What follows belongs to an exercise in optimizing a design on an open flow for small area and a short achievable clock period; a production flow would make more cautious choices.
At most, simulation tests tie the RTL to the original design; equivalence was not proved.

==> v9 <==
## single_particle_acceptance_cut
module single_particle_acceptance_cut #(
	parameter int unsigned MOMENTUM_BITS = 24
) (
	input  wire logic                            clk,
	input  wire logic                            arst_n,
	input  wire logic                            start,
	output logic                                 busy,
	input  wire logic [23:0]                     energy,
	input  wire logic signed [MOMENTUM_BITS-1:0] mom_x,
	input  wire logic signed [MOMENTUM_BITS-1:0] mom_y,
	input  wire logic signed [MOMENTUM_BITS-1:0] mom_z,
	output logic                                 done,
	output logic                                 accept,
	output logic [1:0]                           reject_reason,
	output logic [4:0]                           rapidity_bin
);
clock: 14.0 ns
lec_check: 0
abc_clock_period_in_ps: 9000
cap_margin: 20
core_margin: 2
core_utilization: 40
slew_margin: 20
standard.sh (not shown) runs the stock make flow with config.mk's settings and CLKGATE_MAP_FILE= SYNTH_SCRIPT=/design/flow/synth_recipe.tcl, a recipe that flattens the netlist after the stock synthesis.
==> flow/flow/run.sh <==
#!/bin/bash
# Standard ORFS layout (the standard.sh, unchanged synthesis), with the
# resizer asked for more setup slack than the period needs, so that timing
# repair shortens the critical paths. Clock period and constraints unchanged.
cd "$(dirname "$0")/.."
MARGIN=$(cat flow/margin.txt 2>/dev/null || echo 5)
export SETUP_SLACK_MARGIN=$MARGIN
echo "setup slack margin $SETUP_SLACK_MARGIN" > run_flow.log
cp standard.sh standard_copy.sh.txt 2>/dev/null
bash standard.sh >> run_flow.log 2>&1
==> flow/flow/margin.txt <==
9.5
==> inputs of v15, as changes to v9 <==
--- a/flow/design.v
+++ b/flow/design.v
@@ -84,11 +84,15 @@
 		if (st[0] && b && !eb)      next_state = {st[5:1] + 5'd1, 1'b0};
 		else if (st[0] && !b && eb) next_state = {st[5:1], 1'b0};
 		else                        next_state = st;
 	endfunction
 	function automatic logic [5:0] next_state2(input logic [5:0] st, input logic [1:0] v, input int j);
-		next_state2 = next_state(next_state(st, v[1], j), v[0], j - 1);
+		logic [1:0] eb;
+		eb = {edge_bit(st[5:1], j), edge_bit(st[5:1], j - 1)};
+		if (st[0] && v > eb)      next_state2 = {st[5:1] + 5'd1, 1'b0};
+		else if (st[0] && v < eb) next_state2 = {st[5:1], 1'b0};
+		else                      next_state2 = st;
 	endfunction
 endpackage
 `default_nettype wire
 `default_nettype none
 import spac_pkg::*;
@@ -342,12 +346,15 @@
 	always_ff @(posedge clk) begin sq_s6 <= sq5_w; sqm_s6 <= sqm5_w; end
 	logic [5:0] sq6_w, sqm6_w;
 	logic [1:0] vq6_w, vm6_w;
 	assign vq6_w = dg_s6[1:0];
 	assign vm6_w = dg_s6[1:0] - 2'd1;
-	assign sq6_w  = dg_s6[2] ? spac_pkg::next_state2(sqm_s6, vq6_w, 11) : spac_pkg::next_state2(sq_s6, vq6_w, 11);
-	assign sqm6_w = (!dg_s6[2] && dg_s6 != 3'd0) ? spac_pkg::next_state2(sq_s6, vm6_w, 11) : spac_pkg::next_state2(sqm_s6, vm6_w, 11);
+	logic [5:0] fq6_w, fm6_w;
+	assign fq6_w  = dg_s6[2] ? sqm_s6 : sq_s6;
+	assign fm6_w  = (!dg_s6[2] && dg_s6 != 3'd0) ? sq_s6 : sqm_s6;
+	assign sq6_w  = spac_pkg::next_state2(fq6_w, vq6_w, 11);
+	assign sqm6_w = spac_pkg::next_state2(fm6_w, vm6_w, 11);
 	logic [27:0] a7_w, b7_w, y7_w, s7_w, c7_w, m7_w;
 	logic [6:0]  yh7_w;
 	logic [2:0]  q7_w;
 	assign a7_w  = {~wsn_s6, 2'b00};
 	assign b7_w  = {~wcn_s6, 2'b00};
@@ -370,12 +377,15 @@
 	always_ff @(posedge clk) begin sq_s7 <= sq6_w; sqm_s7 <= sqm6_w; end
 	logic [5:0] sq7_w, sqm7_w;
 	logic [1:0] vq7_w, vm7_w;
 	assign vq7_w = dg_s7[1:0];
 	assign vm7_w = dg_s7[1:0] - 2'd1;
-	assign sq7_w  = dg_s7[2] ? spac_pkg::next_state2(sqm_s7, vq7_w, 9) : spac_pkg::next_state2(sq_s7, vq7_w, 9);
-	assign sqm7_w = (!dg_s7[2] && dg_s7 != 3'd0) ? spac_pkg::next_state2(sq_s7, vm7_w, 9) : spac_pkg::next_state2(sqm_s7, vm7_w, 9);
+	logic [5:0] fq7_w, fm7_w;
+	assign fq7_w  = dg_s7[2] ? sqm_s7 : sq_s7;
+	assign fm7_w  = (!dg_s7[2] && dg_s7 != 3'd0) ? sq_s7 : sqm_s7;
+	assign sq7_w  = spac_pkg::next_state2(fq7_w, vq7_w, 9);
+	assign sqm7_w = spac_pkg::next_state2(fm7_w, vm7_w, 9);
 	logic [27:0] a8_w, b8_w, y8_w, s8_w, c8_w, m8_w;
 	logic [6:0]  yh8_w;
 	logic [2:0]  q8_w;
 	assign a8_w  = {~wsn_s7, 2'b00};
 	assign b8_w  = {~wcn_s7, 2'b00};
@@ -398,12 +408,15 @@
 	always_ff @(posedge clk) begin sq_s8 <= sq7_w; sqm_s8 <= sqm7_w; end
 	logic [5:0] sq8_w, sqm8_w;
 	logic [1:0] vq8_w, vm8_w;
 	assign vq8_w = dg_s8[1:0];
 	assign vm8_w = dg_s8[1:0] - 2'd1;
-	assign sq8_w  = dg_s8[2] ? spac_pkg::next_state2(sqm_s8, vq8_w, 7) : spac_pkg::next_state2(sq_s8, vq8_w, 7);
-	assign sqm8_w = (!dg_s8[2] && dg_s8 != 3'd0) ? spac_pkg::next_state2(sq_s8, vm8_w, 7) : spac_pkg::next_state2(sqm_s8, vm8_w, 7);
+	logic [5:0] fq8_w, fm8_w;
+	assign fq8_w  = dg_s8[2] ? sqm_s8 : sq_s8;
+	assign fm8_w  = (!dg_s8[2] && dg_s8 != 3'd0) ? sq_s8 : sqm_s8;
+	assign sq8_w  = spac_pkg::next_state2(fq8_w, vq8_w, 7);
+	assign sqm8_w = spac_pkg::next_state2(fm8_w, vm8_w, 7);
 	logic [27:0] a9_w, b9_w, y9_w, s9_w, c9_w, m9_w;
 	logic [6:0]  yh9_w;
 	logic [2:0]  q9_w;
 	assign a9_w  = {~wsn_s8, 2'b00};
 	assign b9_w  = {~wcn_s8, 2'b00};
@@ -426,12 +439,15 @@
 	always_ff @(posedge clk) begin sq_s9 <= sq8_w; sqm_s9 <= sqm8_w; end
 	logic [5:0] sq9_w, sqm9_w;
 	logic [1:0] vq9_w, vm9_w;
 	assign vq9_w = dg_s9[1:0];
 	assign vm9_w = dg_s9[1:0] - 2'd1;
-	assign sq9_w  = dg_s9[2] ? spac_pkg::next_state2(sqm_s9, vq9_w, 5) : spac_pkg::next_state2(sq_s9, vq9_w, 5);
-	assign sqm9_w = (!dg_s9[2] && dg_s9 != 3'd0) ? spac_pkg::next_state2(sq_s9, vm9_w, 5) : spac_pkg::next_state2(sqm_s9, vm9_w, 5);
+	logic [5:0] fq9_w, fm9_w;
+	assign fq9_w  = dg_s9[2] ? sqm_s9 : sq_s9;
+	assign fm9_w  = (!dg_s9[2] && dg_s9 != 3'd0) ? sq_s9 : sqm_s9;
+	assign sq9_w  = spac_pkg::next_state2(fq9_w, vq9_w, 5);
+	assign sqm9_w = spac_pkg::next_state2(fm9_w, vm9_w, 5);
 	logic [27:0] a10_w, b10_w, y10_w, s10_w, c10_w, m10_w;
 	logic [6:0]  yh10_w;
 	logic [2:0]  q10_w;
 	assign a10_w  = {~wsn_s9, 2'b00};
 	assign b10_w  = {~wcn_s9, 2'b00};
@@ -454,12 +470,15 @@
 	always_ff @(posedge clk) begin sq_s10 <= sq9_w; sqm_s10 <= sqm9_w; end
 	logic [5:0] sq10_w, sqm10_w;
 	logic [1:0] vq10_w, vm10_w;
 	assign vq10_w = dg_s10[1:0];
 	assign vm10_w = dg_s10[1:0] - 2'd1;
-	assign sq10_w  = dg_s10[2] ? spac_pkg::next_state2(sqm_s10, vq10_w, 3) : spac_pkg::next_state2(sq_s10, vq10_w, 3);
-	assign sqm10_w = (!dg_s10[2] && dg_s10 != 3'd0) ? spac_pkg::next_state2(sq_s10, vm10_w, 3) : spac_pkg::next_state2(sqm_s10, vm10_w, 3);
+	logic [5:0] fq10_w, fm10_w;
+	assign fq10_w  = dg_s10[2] ? sqm_s10 : sq_s10;
+	assign fm10_w  = (!dg_s10[2] && dg_s10 != 3'd0) ? sq_s10 : sqm_s10;
+	assign sq10_w  = spac_pkg::next_state2(fq10_w, vq10_w, 3);
+	assign sqm10_w = spac_pkg::next_state2(fm10_w, vm10_w, 3);
 	logic [27:0] a11_w, b11_w, y11_w, s11_w, c11_w, m11_w;
 	logic [6:0]  yh11_w;
 	logic [2:0]  q11_w;
 	assign a11_w  = {~wsn_s10, 2'b00};
 	assign b11_w  = {~wcn_s10, 2'b00};
@@ -482,28 +501,26 @@
 	always_ff @(posedge clk) begin sq_l <= sq10_w; sqm_l <= sqm10_w; end
 	logic [5:0] sq11_w, sqm11_w;
 	logic [1:0] vq11_w, vm11_w;
 	assign vq11_w = dg_l[1:0];
 	assign vm11_w = dg_l[1:0] - 2'd1;
-	assign sq11_w  = dg_l[2] ? spac_pkg::next_state2(sqm_l, vq11_w, 1) : spac_pkg::next_state2(sq_l, vq11_w, 1);
-	assign sqm11_w = (!dg_l[2] && dg_l != 3'd0) ? spac_pkg::next_state2(sq_l, vm11_w, 1) : spac_pkg::next_state2(sqm_l, vm11_w, 1);
+	logic [5:0] fq11_w, fm11_w;
+	assign fq11_w  = dg_l[2] ? sqm_l : sq_l;
+	assign fm11_w  = (!dg_l[2] && dg_l != 3'd0) ? sq_l : sqm_l;
+	assign sq11_w  = spac_pkg::next_state2(fq11_w, vq11_w, 1);
+	assign sqm11_w = spac_pkg::next_state2(fm11_w, vm11_w, 1);
 	logic [25:0] ws_l, wc_l, w_w;
 	assign ws_l = ~wsn_l;
 	assign wc_l = ~wcn_l;
 	assign w_w = ws_l + wc_l;
 	logic        neg_w;
 	assign neg_w = w_w[25];
-	logic [25:0] zs_w, zc_w, dd_w;
-	assign dd_w = {2'b01, d_l};
-	assign zs_w = ws_l ^ wc_l ^ dd_w;
-	assign zc_w = {((ws_l[24:0] & wc_l[24:0]) | (ws_l[24:0] & dd_w[24:0]) | (wc_l[24:0] & dd_w[24:0])), 1'b0};
-	logic        z0_w, zd_w;
-	assign z0_w = ((ws_l ^ wc_l) == {(ws_l[24:0] | wc_l[24:0]), 1'b0});
-	assign zd_w = ((zs_w ^ zc_w) == {(zs_w[24:0] | zc_w[24:0]), 1'b0});
+	logic        z0_w;
+	assign z0_w = (w_w == 26'd0);
 	always_ff @(posedge clk) begin
 		{cnt_o, eq_o} <= neg_w ? sqm11_w : sq11_w;
-		rz_o <= neg_w ? zd_w : z0_w;
+		rz_o <= z0_w;
 	end
 endmodule
 `default_nettype wire
 `default_nettype none
 module spac_pt (
==> flow/flow/margin.txt (replaced) <==
9.8
Settings changed: CORE_UTILIZATION 40 to 65.
==> inputs of v18, as changes to v9 <==
--- a/flow/design.v
+++ b/flow/design.v
@@ -84,11 +84,15 @@
 		if (st[0] && b && !eb)      next_state = {st[5:1] + 5'd1, 1'b0};
 		else if (st[0] && !b && eb) next_state = {st[5:1], 1'b0};
 		else                        next_state = st;
 	endfunction
 	function automatic logic [5:0] next_state2(input logic [5:0] st, input logic [1:0] v, input int j);
-		next_state2 = next_state(next_state(st, v[1], j), v[0], j - 1);
+		logic [1:0] eb;
+		eb = {edge_bit(st[5:1], j), edge_bit(st[5:1], j - 1)};
+		if (st[0] && v > eb)      next_state2 = {st[5:1] + 5'd1, 1'b0};
+		else if (st[0] && v < eb) next_state2 = {st[5:1], 1'b0};
+		else                      next_state2 = st;
 	endfunction
 endpackage
 `default_nettype wire
 `default_nettype none
 import spac_pkg::*;
@@ -342,12 +346,15 @@
 	always_ff @(posedge clk) begin sq_s6 <= sq5_w; sqm_s6 <= sqm5_w; end
 	logic [5:0] sq6_w, sqm6_w;
 	logic [1:0] vq6_w, vm6_w;
 	assign vq6_w = dg_s6[1:0];
 	assign vm6_w = dg_s6[1:0] - 2'd1;
-	assign sq6_w  = dg_s6[2] ? spac_pkg::next_state2(sqm_s6, vq6_w, 11) : spac_pkg::next_state2(sq_s6, vq6_w, 11);
-	assign sqm6_w = (!dg_s6[2] && dg_s6 != 3'd0) ? spac_pkg::next_state2(sq_s6, vm6_w, 11) : spac_pkg::next_state2(sqm_s6, vm6_w, 11);
+	logic [5:0] fq6_w, fm6_w;
+	assign fq6_w  = dg_s6[2] ? sqm_s6 : sq_s6;
+	assign fm6_w  = (!dg_s6[2] && dg_s6 != 3'd0) ? sq_s6 : sqm_s6;
+	assign sq6_w  = spac_pkg::next_state2(fq6_w, vq6_w, 11);
+	assign sqm6_w = spac_pkg::next_state2(fm6_w, vm6_w, 11);
 	logic [27:0] a7_w, b7_w, y7_w, s7_w, c7_w, m7_w;
 	logic [6:0]  yh7_w;
 	logic [2:0]  q7_w;
 	assign a7_w  = {~wsn_s6, 2'b00};
 	assign b7_w  = {~wcn_s6, 2'b00};
@@ -370,12 +377,15 @@
 	always_ff @(posedge clk) begin sq_s7 <= sq6_w; sqm_s7 <= sqm6_w; end
 	logic [5:0] sq7_w, sqm7_w;
 	logic [1:0] vq7_w, vm7_w;
 	assign vq7_w = dg_s7[1:0];
 	assign vm7_w = dg_s7[1:0] - 2'd1;
-	assign sq7_w  = dg_s7[2] ? spac_pkg::next_state2(sqm_s7, vq7_w, 9) : spac_pkg::next_state2(sq_s7, vq7_w, 9);
-	assign sqm7_w = (!dg_s7[2] && dg_s7 != 3'd0) ? spac_pkg::next_state2(sq_s7, vm7_w, 9) : spac_pkg::next_state2(sqm_s7, vm7_w, 9);
+	logic [5:0] fq7_w, fm7_w;
+	assign fq7_w  = dg_s7[2] ? sqm_s7 : sq_s7;
+	assign fm7_w  = (!dg_s7[2] && dg_s7 != 3'd0) ? sq_s7 : sqm_s7;
+	assign sq7_w  = spac_pkg::next_state2(fq7_w, vq7_w, 9);
+	assign sqm7_w = spac_pkg::next_state2(fm7_w, vm7_w, 9);
 	logic [27:0] a8_w, b8_w, y8_w, s8_w, c8_w, m8_w;
 	logic [6:0]  yh8_w;
 	logic [2:0]  q8_w;
 	assign a8_w  = {~wsn_s7, 2'b00};
 	assign b8_w  = {~wcn_s7, 2'b00};
@@ -398,12 +408,15 @@
 	always_ff @(posedge clk) begin sq_s8 <= sq7_w; sqm_s8 <= sqm7_w; end
 	logic [5:0] sq8_w, sqm8_w;
 	logic [1:0] vq8_w, vm8_w;
 	assign vq8_w = dg_s8[1:0];
 	assign vm8_w = dg_s8[1:0] - 2'd1;
-	assign sq8_w  = dg_s8[2] ? spac_pkg::next_state2(sqm_s8, vq8_w, 7) : spac_pkg::next_state2(sq_s8, vq8_w, 7);
-	assign sqm8_w = (!dg_s8[2] && dg_s8 != 3'd0) ? spac_pkg::next_state2(sq_s8, vm8_w, 7) : spac_pkg::next_state2(sqm_s8, vm8_w, 7);
+	logic [5:0] fq8_w, fm8_w;
+	assign fq8_w  = dg_s8[2] ? sqm_s8 : sq_s8;
+	assign fm8_w  = (!dg_s8[2] && dg_s8 != 3'd0) ? sq_s8 : sqm_s8;
+	assign sq8_w  = spac_pkg::next_state2(fq8_w, vq8_w, 7);
+	assign sqm8_w = spac_pkg::next_state2(fm8_w, vm8_w, 7);
 	logic [27:0] a9_w, b9_w, y9_w, s9_w, c9_w, m9_w;
 	logic [6:0]  yh9_w;
 	logic [2:0]  q9_w;
 	assign a9_w  = {~wsn_s8, 2'b00};
 	assign b9_w  = {~wcn_s8, 2'b00};
@@ -426,12 +439,15 @@
 	always_ff @(posedge clk) begin sq_s9 <= sq8_w; sqm_s9 <= sqm8_w; end
 	logic [5:0] sq9_w, sqm9_w;
 	logic [1:0] vq9_w, vm9_w;
 	assign vq9_w = dg_s9[1:0];
 	assign vm9_w = dg_s9[1:0] - 2'd1;
-	assign sq9_w  = dg_s9[2] ? spac_pkg::next_state2(sqm_s9, vq9_w, 5) : spac_pkg::next_state2(sq_s9, vq9_w, 5);
-	assign sqm9_w = (!dg_s9[2] && dg_s9 != 3'd0) ? spac_pkg::next_state2(sq_s9, vm9_w, 5) : spac_pkg::next_state2(sqm_s9, vm9_w, 5);
+	logic [5:0] fq9_w, fm9_w;
+	assign fq9_w  = dg_s9[2] ? sqm_s9 : sq_s9;
+	assign fm9_w  = (!dg_s9[2] && dg_s9 != 3'd0) ? sq_s9 : sqm_s9;
+	assign sq9_w  = spac_pkg::next_state2(fq9_w, vq9_w, 5);
+	assign sqm9_w = spac_pkg::next_state2(fm9_w, vm9_w, 5);
 	logic [27:0] a10_w, b10_w, y10_w, s10_w, c10_w, m10_w;
 	logic [6:0]  yh10_w;
 	logic [2:0]  q10_w;
 	assign a10_w  = {~wsn_s9, 2'b00};
 	assign b10_w  = {~wcn_s9, 2'b00};
@@ -454,12 +470,15 @@
 	always_ff @(posedge clk) begin sq_s10 <= sq9_w; sqm_s10 <= sqm9_w; end
 	logic [5:0] sq10_w, sqm10_w;
 	logic [1:0] vq10_w, vm10_w;
 	assign vq10_w = dg_s10[1:0];
 	assign vm10_w = dg_s10[1:0] - 2'd1;
-	assign sq10_w  = dg_s10[2] ? spac_pkg::next_state2(sqm_s10, vq10_w, 3) : spac_pkg::next_state2(sq_s10, vq10_w, 3);
-	assign sqm10_w = (!dg_s10[2] && dg_s10 != 3'd0) ? spac_pkg::next_state2(sq_s10, vm10_w, 3) : spac_pkg::next_state2(sqm_s10, vm10_w, 3);
+	logic [5:0] fq10_w, fm10_w;
+	assign fq10_w  = dg_s10[2] ? sqm_s10 : sq_s10;
+	assign fm10_w  = (!dg_s10[2] && dg_s10 != 3'd0) ? sq_s10 : sqm_s10;
+	assign sq10_w  = spac_pkg::next_state2(fq10_w, vq10_w, 3);
+	assign sqm10_w = spac_pkg::next_state2(fm10_w, vm10_w, 3);
 	logic [27:0] a11_w, b11_w, y11_w, s11_w, c11_w, m11_w;
 	logic [6:0]  yh11_w;
 	logic [2:0]  q11_w;
 	assign a11_w  = {~wsn_s10, 2'b00};
 	assign b11_w  = {~wcn_s10, 2'b00};
@@ -482,28 +501,26 @@
 	always_ff @(posedge clk) begin sq_l <= sq10_w; sqm_l <= sqm10_w; end
 	logic [5:0] sq11_w, sqm11_w;
 	logic [1:0] vq11_w, vm11_w;
 	assign vq11_w = dg_l[1:0];
 	assign vm11_w = dg_l[1:0] - 2'd1;
-	assign sq11_w  = dg_l[2] ? spac_pkg::next_state2(sqm_l, vq11_w, 1) : spac_pkg::next_state2(sq_l, vq11_w, 1);
-	assign sqm11_w = (!dg_l[2] && dg_l != 3'd0) ? spac_pkg::next_state2(sq_l, vm11_w, 1) : spac_pkg::next_state2(sqm_l, vm11_w, 1);
+	logic [5:0] fq11_w, fm11_w;
+	assign fq11_w  = dg_l[2] ? sqm_l : sq_l;
+	assign fm11_w  = (!dg_l[2] && dg_l != 3'd0) ? sq_l : sqm_l;
+	assign sq11_w  = spac_pkg::next_state2(fq11_w, vq11_w, 1);
+	assign sqm11_w = spac_pkg::next_state2(fm11_w, vm11_w, 1);
 	logic [25:0] ws_l, wc_l, w_w;
 	assign ws_l = ~wsn_l;
 	assign wc_l = ~wcn_l;
 	assign w_w = ws_l + wc_l;
 	logic        neg_w;
 	assign neg_w = w_w[25];
-	logic [25:0] zs_w, zc_w, dd_w;
-	assign dd_w = {2'b01, d_l};
-	assign zs_w = ws_l ^ wc_l ^ dd_w;
-	assign zc_w = {((ws_l[24:0] & wc_l[24:0]) | (ws_l[24:0] & dd_w[24:0]) | (wc_l[24:0] & dd_w[24:0])), 1'b0};
-	logic        z0_w, zd_w;
-	assign z0_w = ((ws_l ^ wc_l) == {(ws_l[24:0] | wc_l[24:0]), 1'b0});
-	assign zd_w = ((zs_w ^ zc_w) == {(zs_w[24:0] | zc_w[24:0]), 1'b0});
+	logic        z0_w;
+	assign z0_w = (w_w == 26'd0);
 	always_ff @(posedge clk) begin
 		{cnt_o, eq_o} <= neg_w ? sqm11_w : sq11_w;
-		rz_o <= neg_w ? zd_w : z0_w;
+		rz_o <= z0_w;
 	end
 endmodule
 `default_nettype wire
 `default_nettype none
 module spac_pt (
==> flow/flow/margin.txt (replaced) <==
9.4
==> flow_summary.yaml <==
outcome:
  status: "finished clean"
placement:
  dpl.cell_count: 7489
timing:
  rsz0062_at_grt: "yes"
routing:
  wl_met3_um: 6610
synthesis:
  synth_simple_gate_area_share_pct: 9.23
  synth_cell_types: 117
cts:
  path_clk_slew_ps: 60
setup_path:
  cp.arrival_ps: 4870
(the above is from v15)
==> flow_summary.yaml <==
outcome:
  status: "finished clean"
synthesis:
  synth_edf_count: 0
  synth_mux_area_share_pct: 8.21
timing:
  rsz0062_at_grt: "yes"
cts:
  path_clk_slew_ps: 50
setup_path:
  cp.arrival_ps: 1620
placement:
  dpl.cell_count: 9264
routing:
  wl_met3_um: 4990
(the above is from v9)
==> flow_summary.yaml <==
setup_path:
  cp.arrival_ps: 5060
cts:
  path_clk_slew_ps: 60
routing:
  wl_met3_um: 4580
synthesis:
  synth_simple_gate_area_share_pct: 9.23
outcome:
  status: "finished clean"
(the above is from v18)
No functional check of the RTL was part of v9.

port drivers added, routing unchanged:
In the flow no input, the clock included, has a driving cell. The finished layouts below were timed again as built, in two steps.
Step 1 assumes that a clkbuf_16 drives the clock port and a buf_2 every other input.
Step 2, shift: input delay + t, output delay - t, t = (earliest + latest rising clock arrival at the registers) / 2. This alone moves slack from input paths to output paths.
a / b / c = no drivers / after step 1 / after step 2; a / b = the first two.
run	t, ns	setup WS [ns]	worst register clock-pin slew, ns
v9	0.845	9.579 / 9.503 / 9.634	0.07 / 0.07
v15	0.824	9.743 / 9.743 / 9.743	0.07 / 0.07
v18	0.821	9.569 / 9.524 / 9.569	0.07 / 0.07
After both steps every run listed still meets setup and hold.
